Source: an optimization exercise on an open RTL-to-GDS flow (aim: small area, a short achievable clock period and few clock cycles per item). Production flows keep margins and buffers that such runs may drop. At most, simulation tests tie the RTL to the original design; equivalence was not proved. Power figures rest on the tool's default switching activity, not on a simulated workload.

// execCluster
module execCluster
(
    input  logic           clk,
    input  logic           rst,
    input  logic           inValid,
    output logic           inReady,
    input  logic [128:0]   inPkt,      
    output logic           outValid,
    input  logic           outReady,
    output logic [136:0]   outPkt      
);
export LEC_CHECK = 0
export ABC_CLOCK_PERIOD_IN_PS = 2000
export CAP_MARGIN = 20
export CORE_MARGIN = 2
export CORE_UTILIZATION = 60
export PLACE_DENSITY = 0.7
export SETUP_SLACK_MARGIN = 3.3
export SLEW_MARGIN = 20
create_clock -name core_clock -period 6.5 [get_ports {clk}]
standard.sh (not shown) runs the stock make flow with config.mk's settings and CLKGATE_MAP_FILE= SYNTH_SCRIPT=/design/flow/synth_recipe.tcl, a recipe that flattens the netlist after the stock synthesis.
==> flow/flow/run.sh <==
#!/bin/bash
# The standard ORFS layout, with the smallest buffer as the port buffer
# cell (every input and output port still gets its own buffer).
set -euo pipefail
bash standard.sh "BUFFER_PORTS_ARGS=-buffer_cell sky130_fd_sc_hd__buf_1" finish > standard_flow.log 2>&1
The starting point completed with no timing, DRC or antenna violations.
Change:
--- a/flow/design.v
+++ b/flow/design.v
@@ -168,54 +168,49 @@
             default: iTk = iRs[31];                
         endcase
     end
     localparam int HD_W = 148;
     logic [HD_W-1:0] hdNext;
     assign hdNext = {iIsR, iCi, iTk, iF, iRt, iX, iPc, iA, iIrq};
     logic [HD_W-1:0]   hd;
     logic [128:0]      r0, r1;
     logic              vh;
     logic [1:0]        occ;      
     logic              wp, rp;   
-    logic              take, acc, hdLoad, fromRing, ringAcc;
-    logic              selR0, selR1, selIn;
+    logic              take, acc, hdLoad, fromRing;
     logic [1:0]        occNext;
     logic              rdy;      
     assign inReady  = rdy;
     assign acc      = inValid & inReady;
     assign take     = vh & (~outValid | outReady);
     assign hdLoad   = take | ~vh;                 
-    assign fromRing = |occ;                       
-    assign ringAcc  = acc & ~(hdLoad & ~fromRing);
-    assign selR0    = fromRing & ~rp;
-    assign selR1    = fromRing & rp;
-    assign selIn    = ~fromRing;
-    assign nx = ({129{selR0}} & r0) | ({129{selR1}} & r1) | ({129{selIn}} & inPkt);
-    assign occNext = (occ & ~({rp, ~rp} & {2{hdLoad & fromRing}})) | ({wp, ~wp} & {2{ringAcc}});
+    assign fromRing = |occ;
+    assign nx = rp ? r1 : r0;
+    assign occNext = (occ & ~({rp, ~rp} & {2{hdLoad & fromRing}})) | ({wp, ~wp} & {2{acc}});
     always_ff @(posedge clk) begin
         if (hdLoad)  hd <= hdNext;
         if (!occ[0]) r0 <= inPkt;
         if (!occ[1]) r1 <= inPkt;
     end
     always_ff @(posedge clk) begin
         if (rst) begin
             vh  <= 1'b0;
             occ <= 2'b00;
             rdy <= 1'b1;
             wp  <= 1'b0;
             rp  <= 1'b0;
         end else begin
-            if (hdLoad) vh <= fromRing | acc;
+            if (hdLoad) vh <= fromRing;
             occ <= occNext;
             rdy <= ~&occNext;
-            if (ringAcc)             wp <= ~wp;
+            if (acc)                 wp <= ~wp;
             if (hdLoad && fromRing)  rp <= ~rp;
         end
     end
     logic        isR, ci, tk, irq;
     logic [15:0] f;
     logic [31:0] rt, x, pc, rs;
     logic [5:0]  op, fn;
     logic [4:0]  sh;
     assign {isR, ci, tk, f, rt, x, pc, rs, irq} = hd;     
     assign op = isR ? 6'h00 : f[15:10];
     assign fn = f[5:0];
@@ -278,23 +273,23 @@
         for (int i = 0; i < 9; i++) begin
             G3[i] = (i >= 4) ? (G2[i] | (P2[i] & G2[i-4])) : G2[i];
             P3[i] = (i >= 4) ? (P2[i] & P2[i-4])           : P2[i];
         end
         for (int i = 0; i < 9; i++) begin
             G4[i] = (i >= 8) ? (G3[i] | (P3[i] & G3[i-8])) : G3[i];
         end
         for (int k = 0; k < 8; k++) sum[4*k +: 4] = G4[k] ? s1[4*k +: 4] : s0[4*k +: 4];     
         sum[32] = G4[8];     
     end
     assign ltU = ~sum[32];
-    assign ltS = (rs[31] ^ x[31] ^ ci) ? rs[31] : sum[31];
+    assign ltS = (rs[31] ^ x[31] ^ ci) ? rs[31] : ltU;
     logic [31:0] pc4, brPc;
     assign pc4  = {pc[31:2] + 30'd1, pc[1:0]};
     assign brPc = {sum[31:2], pc[1:0]};
     logic [31:0] shMid, shOut;
     logic        shFill;
     assign shFill = fn[0] & x[31];
     always_comb begin
         shMid = x;
         for (int k = 0; k < 5; k++)
             if (sh[k]) shMid = (shMid >> (1 << k)) | ({32{shFill}} << (32 - (1 << k)));
         for (int i = 0; i < 32; i++) shOut[i] = fn[1] ? shMid[i] : shMid[31-i];
@@ -344,36 +339,40 @@
             wbAlu    = ~fnJalr;
         end else if (isBr | isJ | isSw) begin
             regWrite = 1'b0;
         end else if (isJal) begin
             wbReg = 5'd31;
             wbAlu = 1'b0;
         end else if (isLw) begin
             wbAlu   = 1'b0;
             wbOther = 32'd0;
         end
     end
-    logic [31:0] alu;
+    logic [31:0] alu, aluOther;
     always_comb begin
-        alu    = ({32{selSum}} & sum[31:0]) | ({32{selLog}} & logicY) | ({32{selSh}} & shOut);
-        alu[0] = alu[0] | (selLtS & ltS) | (selLtU & ltU) | (selTk & tk);
-    end
-    logic [31:0] nextPc;
-    always_comb begin
-        if (irq)                            nextPc = 32'h8000_0004;
-        else if (!legal)                    nextPc = 32'h8000_0008;
-        else if (isR && (fnJr | fnJalr))    nextPc = rs;
-        else if (isBr && tk)                nextPc = brPc;
-        else if (isJ | isJal)               nextPc = {pc4[31:28], f[9:0], x[15:0], 2'b00};
-        else                                nextPc = pc4;
+        aluOther    = ({32{selLog}} & logicY) | ({32{selSh}} & shOut);
+        aluOther[0] = aluOther[0] | (selTk & tk);
+        alu         = selSum ? sum[31:0] : aluOther;
+        alu[0]      = alu[0] | (selLtS & ltS) | (selLtU & ltU);
+    end
+    logic [31:0] nextPc, nextPcOther;
+    logic        brSel;
+    assign brSel = isBr & tk & ~irq;
+    always_comb begin
+        if (irq)                            nextPcOther = 32'h8000_0004;
+        else if (!legal)                    nextPcOther = 32'h8000_0008;
+        else if (isR && (fnJr | fnJalr))    nextPcOther = rs;
+        else if (isJ | isJal)               nextPcOther = {pc4[31:28], f[9:0], x[15:0], 2'b00};
+        else                                nextPcOther = pc4;
     end
+    assign nextPc = brSel ? brPc : nextPcOther;
     logic        oWbAlu;
     logic [31:0] oWbOther, oAlu;
     logic        oRegWrite, oMemRead, oMemWrite, oTrap;
     logic [4:0]  oWbReg;
     logic [31:0] oRt, oNextPc;
     always_ff @(posedge clk) begin
         if (rst) begin
             outValid <= 1'b0;
         end else if (~outValid | outReady) begin
             outValid <= vh;
         end
=> The changed run passed the timing, design-rule and antenna checks; wire length decreases by 4.7%; power increases by 37%; clock power increases by about 5%; cell count decreases by 6.4%; utilization decreases by 1.2 points; first-iteration DRC count decreases by 13%; cell area decreases by 5.1%; area after synthesis decreases by 4.3%; die area decreases by 4.3%; sequential share of layout area increases by 2.5 points; global-route usage increases by 0.17 points; fmax decreases by 0.66%; hold slack stays flat.
Testbench counts after the change, summed over its fixed seeds: cycles 8,299, items 7,200.
For the first run of this note, only the layout was checked, not whether the RTL still works.


## PW
Another version of the RTL of execCluster (not shown whole).
Size in the first run: about 2600 cells after synthesis, ~30000 µm² of cells after synthesis.
clock: 6.5 ns
lec_check: 0
abc_clock_period_in_ps: 2000
cap_margin: 20
core_margin: 2
core_utilization: 60
place_density: 0.7
setup_slack_margin: 3.3
slew_margin: 20
Scripts as last shown in full above: flow/flow/run.sh
PW reached the final stage; the timing, design-rule and antenna checks on its layout passed.
Relative to PW, the following input files were edited for AL:
--- a/flow/design.v
+++ b/flow/design.v
@@ -167,56 +167,51 @@
             3'b111:  iTk = ~iRs[31] & ~iRsZero;    
             default: iTk = iRs[31];                
         endcase
     end
     localparam int HD_W = 148;
     logic [HD_W-1:0] hdNext;
     assign hdNext = {iIsR, iCi, iTk, iF, iRt, iX, iPc, iA, iIrq};
     logic [HD_W-1:0]   hd;
     logic [128:0]      r0, r1;
     logic              vh;
     logic [1:0]        occ;      
     logic              wp, rp;   
-    logic              take, acc, hdLoad, fromRing, ringAcc;
-    logic              selR0, selR1, selIn;
+    logic              take, acc, hdLoad, fromRing;
     logic [1:0]        occNext;
     logic              rdy;      
     assign inReady  = rdy;
     assign acc      = inValid & inReady;
     assign take     = vh & (~outValid | outReady);
     assign hdLoad   = take | ~vh;                 
-    assign fromRing = |occ;                       
-    assign ringAcc  = acc & ~(hdLoad & ~fromRing);
-    assign selR0    = fromRing & ~rp;
-    assign selR1    = fromRing & rp;
-    assign selIn    = ~fromRing;
-    assign nx = ({129{selR0}} & r0) | ({129{selR1}} & r1) | ({129{selIn}} & inPkt);
-    assign occNext = (occ & ~({rp, ~rp} & {2{hdLoad & fromRing}})) | ({wp, ~wp} & {2{ringAcc}});
+    assign fromRing = |occ;
+    assign nx = rp ? r1 : r0;
+    assign occNext = (occ & ~({rp, ~rp} & {2{hdLoad & fromRing}})) | ({wp, ~wp} & {2{acc}});
     always_ff @(posedge clk) begin
         if (hdLoad)  hd <= hdNext;
         if (!occ[0]) r0 <= inPkt;
         if (!occ[1]) r1 <= inPkt;
     end
     always_ff @(posedge clk) begin
         if (rst) begin
             vh  <= 1'b0;
             occ <= 2'b00;
             rdy <= 1'b1;
             wp  <= 1'b0;
             rp  <= 1'b0;
         end else begin
-            if (hdLoad) vh <= fromRing | acc;
+            if (hdLoad) vh <= fromRing;
             occ <= occNext;
             rdy <= ~&occNext;
-            if (ringAcc)             wp <= ~wp;
+            if (acc)                 wp <= ~wp;
             if (hdLoad && fromRing)  rp <= ~rp;
         end
     end
     logic        isR, ci, tk, irq;
     logic [15:0] f;
     logic [31:0] rt, x, pc, rs;
     logic [5:0]  op, fn;
     logic [4:0]  sh;
     assign {isR, ci, tk, f, rt, x, pc, rs, irq} = hd;     
     assign op = isR ? 6'h00 : f[15:10];
     assign fn = f[5:0];
     assign sh = f[10:6];
@@ -343,42 +338,46 @@
             regWrite = ~fnJr;
             wbAlu    = ~fnJalr;
         end else if (isBr | isJ | isSw) begin
             regWrite = 1'b0;
         end else if (isJal) begin
             wbReg = 5'd31;
             wbAlu = 1'b0;
         end else if (isLw) begin
             wbAlu   = 1'b0;
             wbOther = 32'd0;
         end
     end
-    logic [31:0] alu, wbVal;
+    logic [31:0] alu;
     always_comb begin
-        alu      = ({32{selSum}} & sum[31:0]) | ({32{selLog}} & logicY) | ({32{selSh}} & shOut);
-        alu[0]   = alu[0] | (selLtS & ltS) | (selLtU & ltU) | (selTk & tk);
-        wbVal    = ({32{wbAlu & selSum}} & sum[31:0]) | ({32{wbAlu & selLog}} & logicY)
-                 | ({32{wbAlu & selSh}} & shOut) | ({32{~wbAlu}} & wbOther);
-        wbVal[0] = wbVal[0] | (wbAlu & ((selLtS & ltS) | (selLtU & ltU) | (selTk & tk)));
+        alu    = ({32{selSum}} & sum[31:0]) | ({32{selLog}} & logicY) | ({32{selSh}} & shOut);
+        alu[0] = alu[0] | (selLtS & ltS) | (selLtU & ltU) | (selTk & tk);
     end
     logic [31:0] nextPc;
     always_comb begin
         if (irq)                            nextPc = 32'h8000_0004;
         else if (!legal)                    nextPc = 32'h8000_0008;
         else if (isR && (fnJr | fnJalr))    nextPc = rs;
         else if (isBr && tk)                nextPc = brPc;
         else if (isJ | isJal)               nextPc = {pc4[31:28], f[9:0], x[15:0], 2'b00};
         else                                nextPc = pc4;
     end
+    logic        oWbAlu;
+    logic [31:0] oWbOther, oAlu;
+    logic        oRegWrite, oMemRead, oMemWrite, oTrap;
+    logic [4:0]  oWbReg;
+    logic [31:0] oRt, oNextPc;
     always_ff @(posedge clk) begin
         if (rst) begin
             outValid <= 1'b0;
         end else if (~outValid | outReady) begin
             outValid <= vh;
         end
     end
     always_ff @(posedge clk) begin
         if (take) begin
-            outPkt <= {regWrite, wbReg, wbVal, isLw, isSw, alu, rt, nextPc, trap};
+            {oRegWrite, oWbReg, oWbAlu, oWbOther, oMemRead, oMemWrite, oAlu, oRt, oNextPc, oTrap}
+                <= {regWrite, wbReg, wbAlu, wbOther, isLw, isSw, alu, rt, nextPc, trap};
         end
     end
+    assign outPkt = {oRegWrite, oWbReg, oWbAlu ? oAlu : oWbOther, oMemRead, oMemWrite, oAlu, oRt, oNextPc, oTrap};
 endmodule
### Flow results
- Taking PW as the reference point, the non-clock buffering overhead in the final layout of AL falls by 1.8 points.
- The leakage power number comes out higher for PW vs AL.
- Summary: with PW as the reference, number of nets at the end of the flow in AL moved down by more than 10%.
- PW → AL: total track usage shows a reduction of 2.8 points; count of flip-flops with a built-in enable after synthesis was more or less identical; compound-cell area share of the yosys netlist -1.7 points; highest clock frequency the design can meet increased by 12 MHz relative to the old numbers; total of flip-flops plus latches after synthesis neither gained nor lost much.
- AL vs PW, critical path endpoint: oAlu[0]$_DFFE_PP_ vs outPkt[104]$_DFFE_PP_
- Cell count, AL and PW, higher one = PW.
- Changes observed in AL relative to PW: via count normalized by instance count down about 3.5%; final critical-path required period down 140 ps; number of buffers inserted during clock tree synthesis down 2; fraction of the mapped netlist area in adder cells flat; final hold slack flat.
Testbench counts of AL, summed over its fixed seeds: cycles 8,299, items 7,200.
Only the layout flow was run in PW; the RTL was not checked for function there.

-- static timing again, ports no longer ideal --
The flow's constraints put no driver on any port. The routed layouts listed below were extracted and timed again, unchanged, in two steps. Step 1, drivers: a clkbuf_16 drives clk and a buf_2 each remaining input, both assumed. Step 2 adds t to the input delays and takes it off the output delays; t is the mean of the earliest and latest rising clock arrival at the registers after step 1. Input paths then give back, and output paths get back, about the clock's delay inside the block. Slacks: no drivers / after step 1 / after step 2; pairs: no drivers / after step 1.
run	t (ns)	setup WS [ns]	worst slew at a driven data input, ns
the first run of note 1	0.680	3.210 / 3.210 / 2.800	0.07
the second run of note 1	0.682	3.188 / 3.188 / 3.053	0.07
PW	0.685	3.075 / 3.075 / 2.825	0.09
AL	0.677	3.212 / 3.212 / 3.108	0.06
After both steps setup and hold are still met in every run listed. For the first run of note 1, which loses most, drivers alone change the setup slack by 0.000 ns; drivers and shift together by -0.410 ns.
